Background: an optimization exercise with open tools, aiming at small area, a short achievable clock period and few clock cycles per item. Do not read the settings as production practice.
RTL that was checked went through simulation tests only; none was proved equivalent to the original.
Power figures rest on the tool's default switching activity, not on a simulated workload.

exp/harbor:
==> flow/design.v (excerpt) <==
module scancode_to_char_buffer (
    input  logic        aclk,
    input  logic        aresetn,
    input  logic        s_tvalid,
    output logic        s_tready,
    input  logic [15:0] s_tdata,
    input  logic [2:0]  s_tuser,
    output logic        m_tvalid,
    input  logic        m_tready,
    output logic [15:0] m_tdata
);
Size: roughly 41 I/O pins, about 0.082 mm^2 of cells after synthesis.
==> flow/config.mk <==
export PLATFORM = sky130hd
export DESIGN_NAME = scancode_to_char_buffer
export DESIGN_NICKNAME = scancode_to_char_buffer
export VERILOG_FILES = /design/flow/design.v
export SDC_FILE = /design/flow/constraint.sdc
export NUM_CORES = 4
export LEC_CHECK = 0
export CAP_MARGIN = 20
export CORE_MARGIN = 2
export CORE_UTILIZATION = 70
export CTS_CLUSTER_DIAMETER = 120
export CTS_CLUSTER_SIZE = 24
export SETUP_SLACK_MARGIN = 2.2
export SLEW_MARGIN = 20
export TNS_END_PERCENT = 10
==> flow/constraint.sdc <==
create_clock -name core_clock -period 4.5 [get_ports {aclk}]
set_input_delay 0.9000 -clock core_clock [delete_from_list [all_inputs] [get_ports {aclk}]]
set_output_delay 0.9000 -clock core_clock [all_outputs]
set_load 0.01 [all_outputs]
standard.sh (not shown) runs the stock make flow with config.mk's settings and CLKGATE_MAP_FILE= SYNTH_SCRIPT=/design/flow/synth_recipe.tcl, a recipe that flattens the netlist after the stock synthesis.
==> flow/flow/run.sh <==
#!/bin/bash
# The standard layout, with the port buffers made as sky130_fd_sc_hd__buf_4
# instead of the default delay cell, which the footprint-matched resizer
# cannot swap for a faster buffer afterwards; the resizer may also change
# a cell for one of another footprint. Make's full output goes to
# flow_make.log; each ORFS step keeps its own log under orfs/logs/.
set -euo pipefail
export BUFFER_PORTS_ARGS="-buffer_cell sky130_fd_sc_hd__buf_4"
bash standard.sh "BUFFER_PORTS_ARGS=$BUFFER_PORTS_ARGS" MATCH_CELL_FOOTPRINT=0 finish > flow_make.log 2>&1
exp/harbor completed end to end with timing, DRC and antenna clean.
Testbench counts of exp/harbor, summed over its fixed seeds: cycles 16,016, items 16,000.
Input-level comparison between exp/yarrow and exp/harbor:
- CORE_UTILIZATION changed from 70 to 60
[summary]
exp/yarrow: full flow OK, the timing, DRC and antenna checks passed
When exp/yarrow is set beside exp/harbor, its total cell area at the placement stage turns out to be 0.46% larger.
Looking at start point of the critical path, the gsel[16] result is from exp/yarrow; the gsel[3] one comes from exp/harbor.
Relative to exp/harbor, layout clock buffer count has decreased by 2 in exp/yarrow.
For cell area, exp/harbor and exp/yarrow come out practically identical.
exp/harbor → exp/yarrow: maximum number of pins on one net before global-route repair went up by about 9%; hold slack fell by 6.2 ps; synthesized cell count held.
Fmax | exp/yarrow above exp/harbor
Diff exp/harbor and exp/yarrow: met3 demand-to-capacity share in global routing higher in exp/harbor

========
Another version of the RTL of scancode_to_char_buffer (not shown whole).
For scale: ~5000 cells after synthesis, ~2000 flip-flops, roughly 41 I/O pins.
Settings: LEC_CHECK=0, CAP_MARGIN=20, CORE_MARGIN=2, CORE_UTILIZATION=40, SETUP_SLACK_MARGIN=2.2, SLEW_MARGIN=20, TNS_END_PERCENT=10; clock period 4.5 ns.
Scripts as last shown in full above: flow/flow/run.sh
The first run completed without violations.
Edit:
==> flow/flow/run.sh (replaced) <==
#!/bin/bash
# The standard layout, with the port buffers made as sky130_fd_sc_hd__buf_4
# instead of the default delay cell, which the footprint-matched resizer
# cannot swap for a faster buffer afterwards. Make's full output goes to
# flow_make.log; each ORFS step keeps its own log under orfs/logs/.
set -euo pipefail
export BUFFER_PORTS_ARGS="-buffer_cell sky130_fd_sc_hd__buf_4"
bash standard.sh "BUFFER_PORTS_ARGS=$BUFFER_PORTS_ARGS" finish > flow_make.log 2>&1
Outcome: The new run ran to the end with no violations; routed wire length went up by a few percent; setup slack improves by 0.083 ns; area after synthesis does not change; total power climbs slightly; clock-buffer cell count goes up by 8; cell count rises slightly; via count rises by a few percent.
No run of this note included a check of the RTL's function; only the layout flow was run.

========
scancode_to_char_buffer, a different RTL version from the one above (not shown whole).
For scale: roughly 2000 flip-flops, roughly 41 I/O pins.
make LEC_CHECK=0 CAP_MARGIN=20 CORE_MARGIN=2 CORE_UTILIZATION=40 SLEW_MARGIN=20 finish   # period 4.5 ns
run.sh (not shown) runs the stock make flow with config.mk's settings and CLKGATE_MAP_FILE= SYNTH_SCRIPT=/design/flow/synth_recipe.tcl, a recipe that flattens the netlist after the stock synthesis.
Stock flow here: none of the scripts above is used.
==> next run, changes <==
SETUP_SLACK_MARGIN = 1.8   (was unset)
TNS_END_PERCENT = 10   (was unset)
Outcome: Fmax rises by 23%; global-route usage rises by 1.0 points; flip-flop and latch count is unchanged; worst setup slack gains 690 ps.
No functional check of the RTL was part of any run of this note.

========
Setup of old:
Another version of the RTL of scancode_to_char_buffer (not shown whole).
Size in the first run: about 5300 cells after synthesis, about 41 I/O pins, roughly 0.083 sq mm of cells after synthesis.
Settings: LEC_CHECK=0, CAP_MARGIN=20, CORE_MARGIN=2, CORE_UTILIZATION=60, CTS_CLUSTER_DIAMETER=120, CTS_CLUSTER_SIZE=24, SETUP_SLACK_MARGIN=2.2, SLEW_MARGIN=20, TNS_END_PERCENT=10; clock period 4.5 ns.
standard.sh (not shown) runs the stock make flow with config.mk's settings and CLKGATE_MAP_FILE= SYNTH_SCRIPT=/design/flow/synth_recipe.tcl, a recipe that flattens the netlist after the stock synthesis.
==> flow/flow/run.sh <==
#!/bin/bash
# The standard layout, with the port buffers made as sky130_fd_sc_hd__buf_4
# instead of the default delay cell, which the footprint-matched resizer
# cannot swap for a faster buffer afterwards; the resizer may also change
# a cell for one of another footprint. Make's full output goes to
# flow_make.log; each ORFS step keeps its own log under orfs/logs/.
set -euo pipefail
export BUFFER_PORTS_ARGS="-buffer_cell sky130_fd_sc_hd__buf_4"
bash standard.sh "BUFFER_PORTS_ARGS=$BUFFER_PORTS_ARGS" MATCH_CELL_FOOTPRINT=0 finish > flow_make.log 2>&1
Testbench counts of old, summed over its fixed seeds: cycles 16,016, items 16,000.
## Diff of input files: new against old
Settings: TNS_END_PERCENT now 30, was 10.
--- outcome ---
[new vs old] fraction of final layout cells with drive strength greater than 1: higher in new. Post-cts repair resize count of new exceeds that of old by more than 10%. On initial core utilization, new and old are neck and neck. Between new and old, the difference in clock-cell share of area is negligible. The worst hold margin in new was higher than what old gave. The worst setup slack in new was lower than what old gave. Diff old -> new: number of nets with antenna violations after detailed routing saw little to no change; maximum vdd ir drop now sits higher. Comparing old with new, the first-pass GRT wire length came out essentially unchanged. Of new and old, new shows the higher growth of design area from synthesis to finish, with old below it. Area enclosed by the die boundary: old vs new identical.

========
job 102:
Another version of the RTL of scancode_to_char_buffer (not shown whole).
Size: roughly 5400 cells after synthesis, ~2100 flip-flops, about 41 I/O pins, roughly 82000 um^2 of cells after synthesis.
// scancode_to_char_buffer
module scancode_to_char_buffer (
    input  logic        aclk,
    input  logic        aresetn,
    input  logic        s_tvalid,
    output logic        s_tready,
    input  logic [15:0] s_tdata,
    input  logic [2:0]  s_tuser,
    output logic        m_tvalid,
    input  logic        m_tready,
    output logic [15:0] m_tdata
);
clock: 4.5 ns
lec_check: 0
cap_margin: 20
core_margin: 2
core_utilization: 40
cts_cluster_diameter: 120
cts_cluster_size: 24
setup_slack_margin: 2.2
slew_margin: 20
tns_end_percent: 10
Scripts as last shown in full above: flow/flow/run.sh
The final layout from job 102, which completed every stage, passed the timing, DRC and antenna checks at the end of the flow.
Testbench counts of job 102, summed over its fixed seeds: cycles 16,016, items 16,000.
Modified inputs, job 101 compared to job 102
# job 102
export LEC_CHECK = 0
export CAP_MARGIN = 20
export CORE_MARGIN = 2
export CORE_UTILIZATION = 40
export CTS_CLUSTER_DIAMETER = 120
export CTS_CLUSTER_SIZE = 24
export SETUP_SLACK_MARGIN = 2.2
export SLEW_MARGIN = 20
export TNS_END_PERCENT = 10
create_clock -name core_clock -period 4.5 [get_ports {aclk}]
# job 101
export LEC_CHECK = 0
export CAP_MARGIN = 20
export CORE_MARGIN = 2
export CORE_UTILIZATION = 60
export CTS_CLUSTER_DIAMETER = 120
export CTS_CLUSTER_SIZE = 24
export SETUP_SLACK_MARGIN = 2.2
export SLEW_MARGIN = 20
export TNS_END_PERCENT = 10
create_clock -name core_clock -period 4.5 [get_ports {aclk}]
--- outcome ---
Re post-route clock period utilization: job 101 is 3.6 points down on job 102. Job 102 → job 101: post-route cell area has decreased; overall global routing resource usage has increased; final critical-path required period has decreased; worst relative slew slack has decreased.

what the ideal ports hide:
The flow's constraints put no driver on any port. The routed layouts listed below were extracted and timed again, unchanged, in two steps.
Step 1: set_driving_cell puts a clkbuf_16 on aclk and a buf_2 on each other input, an assumption about the parent block.
Step 2, shift: input delay + t, output delay - t, t = (earliest + latest rising clock arrival at the registers) / 2. This alone moves slack from input paths to output paths.
a / b / c = no drivers / after step 1 / after step 2; a / b = the first two.
run	t (ns)	slack for setup (ns)	worst setup path at the end	clock arrival spread, ns
exp/harbor	0.841	1.759 / 1.759 / 1.066	input to register	0.040 / 0.039
exp/yarrow	0.853	1.835 / 1.835 / 1.170	input to register	0.036 / 0.036
the first run of note 2	0.947	1.583 / 1.583 / 0.859	input to register	0.063 / 0.063
the second run of note 2	0.956	1.666 / 1.666 / 0.837	input to register	0.056 / 0.056
the first run of note 3	0.903	0.819 / 0.819 / 0.015	input to register	0.046 / 0.045
the second run of note 3	0.911	1.507 / 1.488 / 0.688	input to register	0.046 / 0.047
old	0.861	1.893 / 1.893 / 1.265	input to register	0.052 / 0.051
new	0.859	1.880 / 1.880 / 1.339	input to register	0.050 / 0.051
job 102	0.865	1.793 / 1.793 / 1.093	input to register	0.068 / 0.069
job 101	0.835	1.953 / 1.953 / 1.217	input to register	0.041 / 0.041
After both steps setup and hold are still met in every run listed. The setup slack of the second run of note 2, which loses most, moves by 0.000 ns with the drivers and by -0.829 ns with both steps.
